From an optimization exercise on the open Yosys and OpenROAD flow, aimed at small area; shortcuts taken in it are not production practice.
In this exercise RTL edits were held to simulation tests only and were not proved equivalent to the original.

==> v1: inputs <==
==> flow/design.v <==
package accel_pkg;
    localparam int DATA_WIDTH = 8;
    typedef logic signed [DATA_WIDTH-1:0] sample_t;
    typedef enum logic [1:0] {
        ACT_PASS  = 2'd0,
        ACT_RELU  = 2'd1,
        ACT_LEAKY = 2'd2,
        ACT_RELU6 = 2'd3
    } act_mode_t;
    typedef enum logic {
        POOL_MAX = 1'b0,
        POOL_AVG = 1'b1
    } pool_type_t;
    localparam int LEAKY_SHIFT = 3;
    localparam sample_t RELU6_MAX = 8'sd96;
endpackage
package csr_pkg;
    localparam int CSR_ADDR_WIDTH = 8;
    localparam int CSR_DATA_WIDTH = 32;
    localparam int CSR_STRB_WIDTH = CSR_DATA_WIDTH / 8;
    localparam int NUM_REGS      = 16;
    localparam int REG_IDX_WIDTH = $clog2(NUM_REGS);
    localparam int REGION_WIDTH = 2;
    localparam logic [REGION_WIDTH-1:0] REGION_CSR = 2'd0;
    localparam logic [REG_IDX_WIDTH-1:0] REG_CTRL         = 4'd0;
    localparam logic [REG_IDX_WIDTH-1:0] REG_ACT_MODE     = 4'd4;
    localparam logic [REG_IDX_WIDTH-1:0] REG_POOL_MODE    = 4'd5;
    localparam logic [REG_IDX_WIDTH-1:0] REG_TOTAL_CYCLES = 4'd10;
    localparam logic [REG_IDX_WIDTH-1:0] REG_BUSY_CYCLES  = 4'd11;
    localparam logic [REG_IDX_WIDTH-1:0] REG_IDLE_CYCLES  = 4'd12;
    localparam logic [1:0] RESP_OKAY   = 2'b00;
    localparam logic [1:0] RESP_DECERR = 2'b11;
    localparam int COUNTER_WIDTH = 32;
endpackage
module accel_top (
    input  logic                               clk,
    input  logic                               sync_reset,
    input  logic                               awvalid,
    output logic                               awready,
    input  logic [csr_pkg::CSR_ADDR_WIDTH-1:0] awaddr,
    input  logic                               wvalid,
    output logic                               wready,
    input  logic [csr_pkg::CSR_DATA_WIDTH-1:0] wdata,
    input  logic [csr_pkg::CSR_STRB_WIDTH-1:0] wstrb,
    output logic                               bvalid,
    input  logic                               bready,
    output logic [1:0]                         bresp,
    input  logic                               arvalid,
    output logic                               arready,
    input  logic [csr_pkg::CSR_ADDR_WIDTH-1:0] araddr,
    output logic                               rvalid,
    input  logic                               rready,
    output logic [csr_pkg::CSR_DATA_WIDTH-1:0] rdata,
    output logic [1:0]                         rresp,
    input  logic                               s_axis_tvalid,
    output logic                               s_axis_tready,
    input  accel_pkg::sample_t                 s_axis_tdata,
    input  logic                               s_axis_tlast,
    output logic                               m_axis_tvalid,
    input  logic                               m_axis_tready,
    output accel_pkg::sample_t                 m_axis_tdata,
    output logic                               m_axis_tlast
);
    localparam int DW = csr_pkg::CSR_DATA_WIDTH;
    localparam int NB = csr_pkg::CSR_STRB_WIDTH;
    localparam int NR = csr_pkg::NUM_REGS;
    logic       wr_take, wr_hit, rd_take, rd_hit;
    logic [3:0] wr_idx, rd_idx;
    logic       wr_ack;
    logic       bresp_err, rresp_err;
    assign wr_take = awvalid && wvalid && !bvalid;
    assign rd_take = arvalid && !rvalid;
    assign wr_hit  = (awaddr[7:6] == csr_pkg::REGION_CSR);
    assign rd_hit  = (araddr[7:6] == csr_pkg::REGION_CSR);
    assign wr_idx  = awaddr[5:2];
    assign rd_idx  = araddr[5:2];
    assign awready = wr_ack;
    assign wready  = wr_ack;
    assign bresp   = {2{bresp_err}};
    assign rresp   = {2{rresp_err}};
    always_ff @(posedge clk or posedge sync_reset) begin
        if (sync_reset) begin
            wr_ack  <= 1'b0;
            arready <= 1'b0;
            bvalid  <= 1'b0;
            rvalid  <= 1'b0;
        end else begin
            wr_ack  <= wr_take;
            arready <= rd_take;
            bvalid  <= wr_take || (bvalid && !bready);
            rvalid  <= rd_take || (rvalid && !rready);
        end
    end
    logic [DW-1:0] regs [NR];
    logic [NR-1:0] wvld;
    logic [NR-1:0] we;
    logic [DW-1:0] wd_strb;
    for (genvar b = 0; b < NB; b++) begin : g_wd
        assign wd_strb[b*8 +: 8] = wdata[b*8 +: 8] & {8{wstrb[b]}};
    end
    for (genvar w = 0; w < NR; w++) begin : g_word
        if (w == csr_pkg::REG_TOTAL_CYCLES || w == csr_pkg::REG_BUSY_CYCLES ||
            w == csr_pkg::REG_IDLE_CYCLES) begin : g_cnt
            assign we[w] = 1'b0;
        end else begin : g_reg
            assign we[w] = wr_take && wr_hit && (wr_idx == w);
        end
        always_ff @(posedge clk or posedge sync_reset) begin
            if (sync_reset) begin
                wvld[w] <= 1'b0;
            end else if (we[w]) begin
                wvld[w] <= 1'b1;
            end
        end
        for (genvar b = 0; b < NB; b++) begin : g_byte
            always_ff @(posedge clk) begin
                if (we[w] && (wstrb[b] || !wvld[w])) begin
                    regs[w][b*8 +: 8] <= wd_strb[b*8 +: 8];
                end
            end
        end
    end
    logic                  enable;
    accel_pkg::act_mode_t  act_mode;
    accel_pkg::pool_type_t pool_type;
    assign enable    = regs[csr_pkg::REG_CTRL][0] && wvld[csr_pkg::REG_CTRL];
    assign act_mode  = accel_pkg::act_mode_t'(regs[csr_pkg::REG_ACT_MODE][1:0]
                                              & {2{wvld[csr_pkg::REG_ACT_MODE]}});
    assign pool_type = accel_pkg::pool_type_t'(regs[csr_pkg::REG_POOL_MODE][0]
                                               && wvld[csr_pkg::REG_POOL_MODE]);
    logic          cvld;
    logic          busy;
    logic [DW-1:0] tot_q, bsy_q, idl_q;
    logic [2:0]    cnt_wr;
    always_ff @(posedge clk or posedge sync_reset) begin
        if (sync_reset) begin
            cvld <= 1'b0;
        end else begin
            cvld <= 1'b1;
        end
    end
    assign cnt_wr[0] = wr_take && wr_hit && (wr_idx == csr_pkg::REG_TOTAL_CYCLES);
    assign cnt_wr[1] = wr_take && wr_hit && (wr_idx == csr_pkg::REG_BUSY_CYCLES);
    assign cnt_wr[2] = wr_take && wr_hit && (wr_idx == csr_pkg::REG_IDLE_CYCLES);
    logic [2:0]    cnt_inc;
    logic [DW-1:0] cnt_q [3];
    logic [DW-1:0] cnt_d [3];
    assign cnt_inc = {!busy, busy, 1'b1};
    for (genvar n = 0; n < 3; n++) begin : g_cnt
        logic [NB-1:0] ones, cin;
        logic [DW-1:0] sum;
        for (genvar k = 0; k < NB; k++) begin : g_ones
            assign ones[k] = &cnt_q[n][8*k +: 8];
        end
        assign cin[0] = cnt_inc[n];
        for (genvar k = 1; k < NB; k++) begin : g_cin
            assign cin[k] = cin[k-1] && ones[k-1];
        end
        for (genvar k = 0; k < NB; k++) begin : g_sum
            always_comb begin
                logic c;
                c = cin[k];
                for (int i = 0; i < 8; i++) begin
                    sum[8*k+i] = cnt_q[n][8*k+i] ^ c;
                    c          = cnt_q[n][8*k+i] & c;
                end
            end
        end
        for (genvar k = 0; k < NB; k++) begin : g_d
            for (genvar i = 0; i < 8; i++) begin : g_bit
                if (k == 0 && i == 0) begin : g_lsb
                    assign cnt_d[n][0] = (cnt_wr[n] && wstrb[0]) ? wdata[0]
                                         : (cvld ? sum[0] : cnt_inc[n]);
                end else begin : g_rest
                    assign cnt_d[n][8*k+i] = (cnt_wr[n] && wstrb[k]) ? wdata[8*k+i]
                                             : (cvld && sum[8*k+i]);
                end
            end
        end
        always_ff @(posedge clk) begin
            cnt_q[n] <= cnt_d[n];
        end
    end
    assign tot_q = cnt_q[0];
    assign bsy_q = cnt_q[1];
    assign idl_q = cnt_q[2];
    logic [DW-1:0] rd_word;
    always_comb begin
        rd_word = '0;
        for (int w = 0; w < NR; w++) begin
            if (w == csr_pkg::REG_TOTAL_CYCLES) begin
                rd_word |= tot_q & {DW{rd_idx == w && cvld}};
            end else if (w == csr_pkg::REG_BUSY_CYCLES) begin
                rd_word |= bsy_q & {DW{rd_idx == w && cvld}};
            end else if (w == csr_pkg::REG_IDLE_CYCLES) begin
                rd_word |= idl_q & {DW{rd_idx == w && cvld}};
            end else begin
                rd_word |= regs[w] & {DW{rd_idx == w && wvld[w]}};
            end
        end
    end
    always_ff @(posedge clk) begin
        if (!bvalid) begin
            bresp_err <= !wr_hit;
        end
        if (!rvalid) begin
            rresp_err <= !rd_hit;
            rdata     <= rd_word & {DW{rd_hit}};
        end
    end
    logic               act_valid, act_last, act_in_ready;
    accel_pkg::sample_t act_data, act_result;
    logic               pool_in_ready;
    always_comb begin
        case (act_mode)
            accel_pkg::ACT_RELU: begin
                act_result = (s_axis_tdata < 0) ? '0 : s_axis_tdata;
            end
            accel_pkg::ACT_LEAKY: begin
                act_result = (s_axis_tdata < 0) ? (s_axis_tdata >>> accel_pkg::LEAKY_SHIFT)
                                                : s_axis_tdata;
            end
            accel_pkg::ACT_RELU6: begin
                if (s_axis_tdata < 0) begin
                    act_result = '0;
                end else if (s_axis_tdata > accel_pkg::RELU6_MAX) begin
                    act_result = accel_pkg::RELU6_MAX;
                end else begin
                    act_result = s_axis_tdata;
                end
            end
            default: begin
                act_result = s_axis_tdata;
            end
        endcase
    end
    assign act_in_ready  = !act_valid || pool_in_ready;
    assign s_axis_tready = enable && act_in_ready;
    always_ff @(posedge clk or posedge sync_reset) begin
        if (sync_reset) begin
            act_valid <= 1'b0;
        end else if (act_in_ready) begin
            act_valid <= s_axis_tvalid && enable;
        end
    end
    always_ff @(posedge clk) begin
        if (act_in_ready) begin
            act_data <= act_result;
            act_last <= s_axis_tlast;
        end
    end
    logic                           have_first, pool_fire, pool_close;
    accel_pkg::sample_t             first_data, pooled;
    logic signed [accel_pkg::DATA_WIDTH:0] pair_sum;
    assign pool_in_ready = !m_axis_tvalid || m_axis_tready;
    assign pool_fire     = act_valid && pool_in_ready;
    assign pool_close    = pool_fire && (have_first || act_last);
    assign pair_sum      = first_data + act_data;
    always_comb begin
        if (!have_first) begin
            pooled = act_data;
        end else if (pool_type == accel_pkg::POOL_AVG) begin
            pooled = accel_pkg::sample_t'(pair_sum[accel_pkg::DATA_WIDTH:1]);
        end else begin
            pooled = (act_data > first_data) ? act_data : first_data;
        end
    end
    always_ff @(posedge clk or posedge sync_reset) begin
        if (sync_reset) begin
            have_first    <= 1'b0;
            m_axis_tvalid <= 1'b0;
        end else begin
            if (pool_fire) begin
                have_first <= !pool_close;
            end
            m_axis_tvalid <= pool_close || (m_axis_tvalid && !m_axis_tready);
        end
    end
    always_ff @(posedge clk) begin
        if (!have_first) begin
            first_data <= act_data;
        end
        if (pool_in_ready) begin
            m_axis_tdata <= pooled;
            m_axis_tlast <= act_last;
        end
    end
    assign busy = act_valid || m_axis_tvalid;
endmodule
==> flow/flow/run.sh <==
#!/bin/bash
# The standard layout (the standard.sh, unchanged synthesis, floorplan,
# power grid and routing) with two changes to how it is built:
#  - the port buffers that buffer_ports inserts are the smallest plain buffer
#    (sky130_fd_sc_hd__buf_1) instead of a delay cell; repair_design still
#    resizes any that need more drive;
#  - clock tree synthesis clusters up to 25 sinks within 80 um per leaf
#    buffer, uses clkbuf_16 only and inserts no dummy loads.
# Each tool's full output goes to the ORFS logs under orfs/logs/ and the make
# output to standard.log, both in this folder.
set -euo pipefail
CTS="-sink_clustering_enable -repair_clock_nets -dont_use_dummy_load"
CTS="$CTS -buf_list {sky130_fd_sc_hd__clkbuf_16}"
CTS="$CTS -sink_clustering_size 25 -sink_clustering_max_diameter 80"
bash standard.sh \
  "BUFFER_PORTS_ARGS=-buffer_cell sky130_fd_sc_hd__buf_1" \
  "CTS_ARGS=$CTS" \
  finish > standard.log 2>&1
==> flow/standard.sh <==
#!/bin/bash
# synth_recipe.tcl (not shown) runs the flow's synth.tcl, then flattens the netlist and writes it again
# the make line also repeats each setting of config.mk as NAME=value (left out here)
make -C /OpenROAD-flow-scripts/flow DESIGN_CONFIG=/design/flow/config.mk WORK_HOME=/design/flow/orfs CLKGATE_MAP_FILE= SYNTH_SCRIPT=/design/flow/synth_recipe.tcl "${@:-finish}"
==> flow/config.mk <==
export PLATFORM = sky130hd
export DESIGN_NAME = accel_top
export DESIGN_NICKNAME = accel_top
export VERILOG_FILES = /design/flow/design.v
export SDC_FILE = /design/flow/constraint.sdc
export NUM_CORES = 4
export LEC_CHECK = 0
export CAP_MARGIN = 20
export CORE_MARGIN = 2
export CORE_UTILIZATION = 40
export SLEW_MARGIN = 20
==> flow/constraint.sdc <==
create_clock -name core_clock -period 4.0 [get_ports {clk}]
set_input_delay 0.8000 -clock core_clock [delete_from_list [all_inputs] [get_ports {clk}]]
set_output_delay 0.8000 -clock core_clock [all_outputs]
set_load 0.01 [all_outputs]
==> v39: changes against v1 <==
--- a/flow/design.v
+++ b/flow/design.v
@@ -133,2 +133,4 @@
     logic [DW-1:0] tot_q, bsy_q, idl_q;
+    logic [DW-1:0] tot_inc, bsy_inc, idl_inc;
+    logic [DW-1:0] tot_d, bsy_d, idl_d;
     logic [2:0]    cnt_wr;
@@ -144,44 +146,15 @@
     assign cnt_wr[2] = wr_take && wr_hit && (wr_idx == csr_pkg::REG_IDLE_CYCLES);
-    logic [2:0]    cnt_inc;
-    logic [DW-1:0] cnt_q [3];
-    logic [DW-1:0] cnt_d [3];
-    assign cnt_inc = {!busy, busy, 1'b1};
-    for (genvar n = 0; n < 3; n++) begin : g_cnt
-        logic [NB-1:0] ones, cin;
-        logic [DW-1:0] sum;
-        for (genvar k = 0; k < NB; k++) begin : g_ones
-            assign ones[k] = &cnt_q[n][8*k +: 8];
-        end
-        assign cin[0] = cnt_inc[n];
-        for (genvar k = 1; k < NB; k++) begin : g_cin
-            assign cin[k] = cin[k-1] && ones[k-1];
-        end
-        for (genvar k = 0; k < NB; k++) begin : g_sum
-            always_comb begin
-                logic c;
-                c = cin[k];
-                for (int i = 0; i < 8; i++) begin
-                    sum[8*k+i] = cnt_q[n][8*k+i] ^ c;
-                    c          = cnt_q[n][8*k+i] & c;
-                end
-            end
-        end
-        for (genvar k = 0; k < NB; k++) begin : g_d
-            for (genvar i = 0; i < 8; i++) begin : g_bit
-                if (k == 0 && i == 0) begin : g_lsb
-                    assign cnt_d[n][0] = (cnt_wr[n] && wstrb[0]) ? wdata[0]
-                                         : (cvld ? sum[0] : cnt_inc[n]);
-                end else begin : g_rest
-                    assign cnt_d[n][8*k+i] = (cnt_wr[n] && wstrb[k]) ? wdata[8*k+i]
-                                             : (cvld && sum[8*k+i]);
-                end
-            end
-        end
-        always_ff @(posedge clk) begin
-            cnt_q[n] <= cnt_d[n];
-        end
-    end
-    assign tot_q = cnt_q[0];
-    assign bsy_q = cnt_q[1];
-    assign idl_q = cnt_q[2];
+    assign tot_inc = (cvld ? tot_q : '0) + 1'b1;
+    assign bsy_inc = (cvld ? bsy_q : '0) + busy;
+    assign idl_inc = (cvld ? idl_q : '0) + !busy;
+    for (genvar b = 0; b < NB; b++) begin : g_cnt_byte
+        assign tot_d[b*8 +: 8] = (cnt_wr[0] && wstrb[b]) ? wdata[b*8 +: 8] : tot_inc[b*8 +: 8];
+        assign bsy_d[b*8 +: 8] = (cnt_wr[1] && wstrb[b]) ? wdata[b*8 +: 8] : bsy_inc[b*8 +: 8];
+        assign idl_d[b*8 +: 8] = (cnt_wr[2] && wstrb[b]) ? wdata[b*8 +: 8] : idl_inc[b*8 +: 8];
+    end
+    always_ff @(posedge clk) begin
+        tot_q <= tot_d;
+        bsy_q <= bsy_d;
+        idl_q <= idl_d;
+    end
     logic [DW-1:0] rd_word;
==> flow/run.sh (new file) <==
#!/bin/bash
# synth_recipe.tcl (not shown) runs the flow's synth.tcl, then flattens the netlist and writes it again
# the make line also repeats each setting of config.mk as NAME=value (left out here)
make -C /OpenROAD-flow-scripts/flow DESIGN_CONFIG=/design/flow/config.mk WORK_HOME=/design/flow/orfs CLKGATE_MAP_FILE= SYNTH_SCRIPT=/design/flow/synth_recipe.tcl finish
CTS_BUF_LIST = sky130_fd_sc_hd__clkbuf_4 sky130_fd_sc_hd__clkbuf_8   (was unset)
GPL_TIMING_DRIVEN = 0   (was unset)
removed: flow/flow/run.sh
removed: flow/standard.sh
==> v24: changes against v1 <==
--- a/flow/design.v
+++ b/flow/design.v
@@ -133,2 +133,4 @@
     logic [DW-1:0] tot_q, bsy_q, idl_q;
+    logic [DW-1:0] tot_inc, bsy_inc, idl_inc;
+    logic [DW-1:0] tot_d, bsy_d, idl_d;
     logic [2:0]    cnt_wr;
@@ -144,44 +146,15 @@
     assign cnt_wr[2] = wr_take && wr_hit && (wr_idx == csr_pkg::REG_IDLE_CYCLES);
-    logic [2:0]    cnt_inc;
-    logic [DW-1:0] cnt_q [3];
-    logic [DW-1:0] cnt_d [3];
-    assign cnt_inc = {!busy, busy, 1'b1};
-    for (genvar n = 0; n < 3; n++) begin : g_cnt
-        logic [NB-1:0] ones, cin;
-        logic [DW-1:0] sum;
-        for (genvar k = 0; k < NB; k++) begin : g_ones
-            assign ones[k] = &cnt_q[n][8*k +: 8];
-        end
-        assign cin[0] = cnt_inc[n];
-        for (genvar k = 1; k < NB; k++) begin : g_cin
-            assign cin[k] = cin[k-1] && ones[k-1];
-        end
-        for (genvar k = 0; k < NB; k++) begin : g_sum
-            always_comb begin
-                logic c;
-                c = cin[k];
-                for (int i = 0; i < 8; i++) begin
-                    sum[8*k+i] = cnt_q[n][8*k+i] ^ c;
-                    c          = cnt_q[n][8*k+i] & c;
-                end
-            end
-        end
-        for (genvar k = 0; k < NB; k++) begin : g_d
-            for (genvar i = 0; i < 8; i++) begin : g_bit
-                if (k == 0 && i == 0) begin : g_lsb
-                    assign cnt_d[n][0] = (cnt_wr[n] && wstrb[0]) ? wdata[0]
-                                         : (cvld ? sum[0] : cnt_inc[n]);
-                end else begin : g_rest
-                    assign cnt_d[n][8*k+i] = (cnt_wr[n] && wstrb[k]) ? wdata[8*k+i]
-                                             : (cvld && sum[8*k+i]);
-                end
-            end
-        end
-        always_ff @(posedge clk) begin
-            cnt_q[n] <= cnt_d[n];
-        end
-    end
-    assign tot_q = cnt_q[0];
-    assign bsy_q = cnt_q[1];
-    assign idl_q = cnt_q[2];
+    assign tot_inc = (cvld ? tot_q : '0) + 1'b1;
+    assign bsy_inc = (cvld ? bsy_q : '0) + busy;
+    assign idl_inc = (cvld ? idl_q : '0) + !busy;
+    for (genvar b = 0; b < NB; b++) begin : g_cnt_byte
+        assign tot_d[b*8 +: 8] = (cnt_wr[0] && wstrb[b]) ? wdata[b*8 +: 8] : tot_inc[b*8 +: 8];
+        assign bsy_d[b*8 +: 8] = (cnt_wr[1] && wstrb[b]) ? wdata[b*8 +: 8] : bsy_inc[b*8 +: 8];
+        assign idl_d[b*8 +: 8] = (cnt_wr[2] && wstrb[b]) ? wdata[b*8 +: 8] : idl_inc[b*8 +: 8];
+    end
+    always_ff @(posedge clk) begin
+        tot_q <= tot_d;
+        bsy_q <= bsy_d;
+        idl_q <= idl_d;
+    end
     logic [DW-1:0] rd_word;
==> flow/run.sh (new file) <==
#!/bin/bash
# synth_recipe.tcl (not shown) runs the flow's synth.tcl, then flattens the netlist and writes it again
# the make line also repeats each setting of config.mk as NAME=value (left out here)
make -C /OpenROAD-flow-scripts/flow DESIGN_CONFIG=/design/flow/config.mk WORK_HOME=/design/flow/orfs CLKGATE_MAP_FILE= SYNTH_SCRIPT=/design/flow/synth_recipe.tcl finish
removed: flow/flow/run.sh
removed: flow/standard.sh
==> summary of the runs <==
Area after synthesis: v24 is lower than v1 (0.60%).
v1 went through all stages and came out clean. v24 completed without violations. v39 reached the layout checks and failed them: setup timing.
Core utilization, lowest first: v1, v39, v24.
Critical path depth: v39 < v24 < v1.
Non-clock buffer count: v24 > v39 > v1.
Between v24 and v39, the lower via count is in v24 (gap 5.0%, measured against v39).
Synthesized cell count: v1 is smaller than v24 (about 1.2%).

what the ideal ports hide:
The results above use ideal ports. As a check the final layouts listed here were re-extracted and re-timed, cells and wires unchanged.
Step 1: set_driving_cell puts a clkbuf_16 on clk and a buf_2 on each other input, an assumption about the parent block.
Step 2, shift: input delay + t, output delay - t, t = (earliest + latest rising clock arrival at the registers) / 2. This alone moves slack from input paths to output paths.
a / b / c = ideal ports / drivers / drivers and shift; a / b = the first two.
run | t, ns | setup WS [ns] | hold slack, ns | slew at the worst register clock pin (ns)
v1 | 0.669 | 0.646 / 0.646 / 0.272 | 0.315 / 0.273 / 0.488 | 0.10 / 0.10
v39 | 0.760 | -0.041 / -0.003 / -0.763 | 0.483 / 0.447 / 0.491 | 0.07 / 0.07
v24 | 0.677 | 0.934 / 0.934 / 0.365 | 0.487 / 0.487 / 0.487 | 0.07 / 0.07
For v39, which loses most, drivers alone change the setup slack by +0.038 ns; drivers and shift together by -0.722 ns.
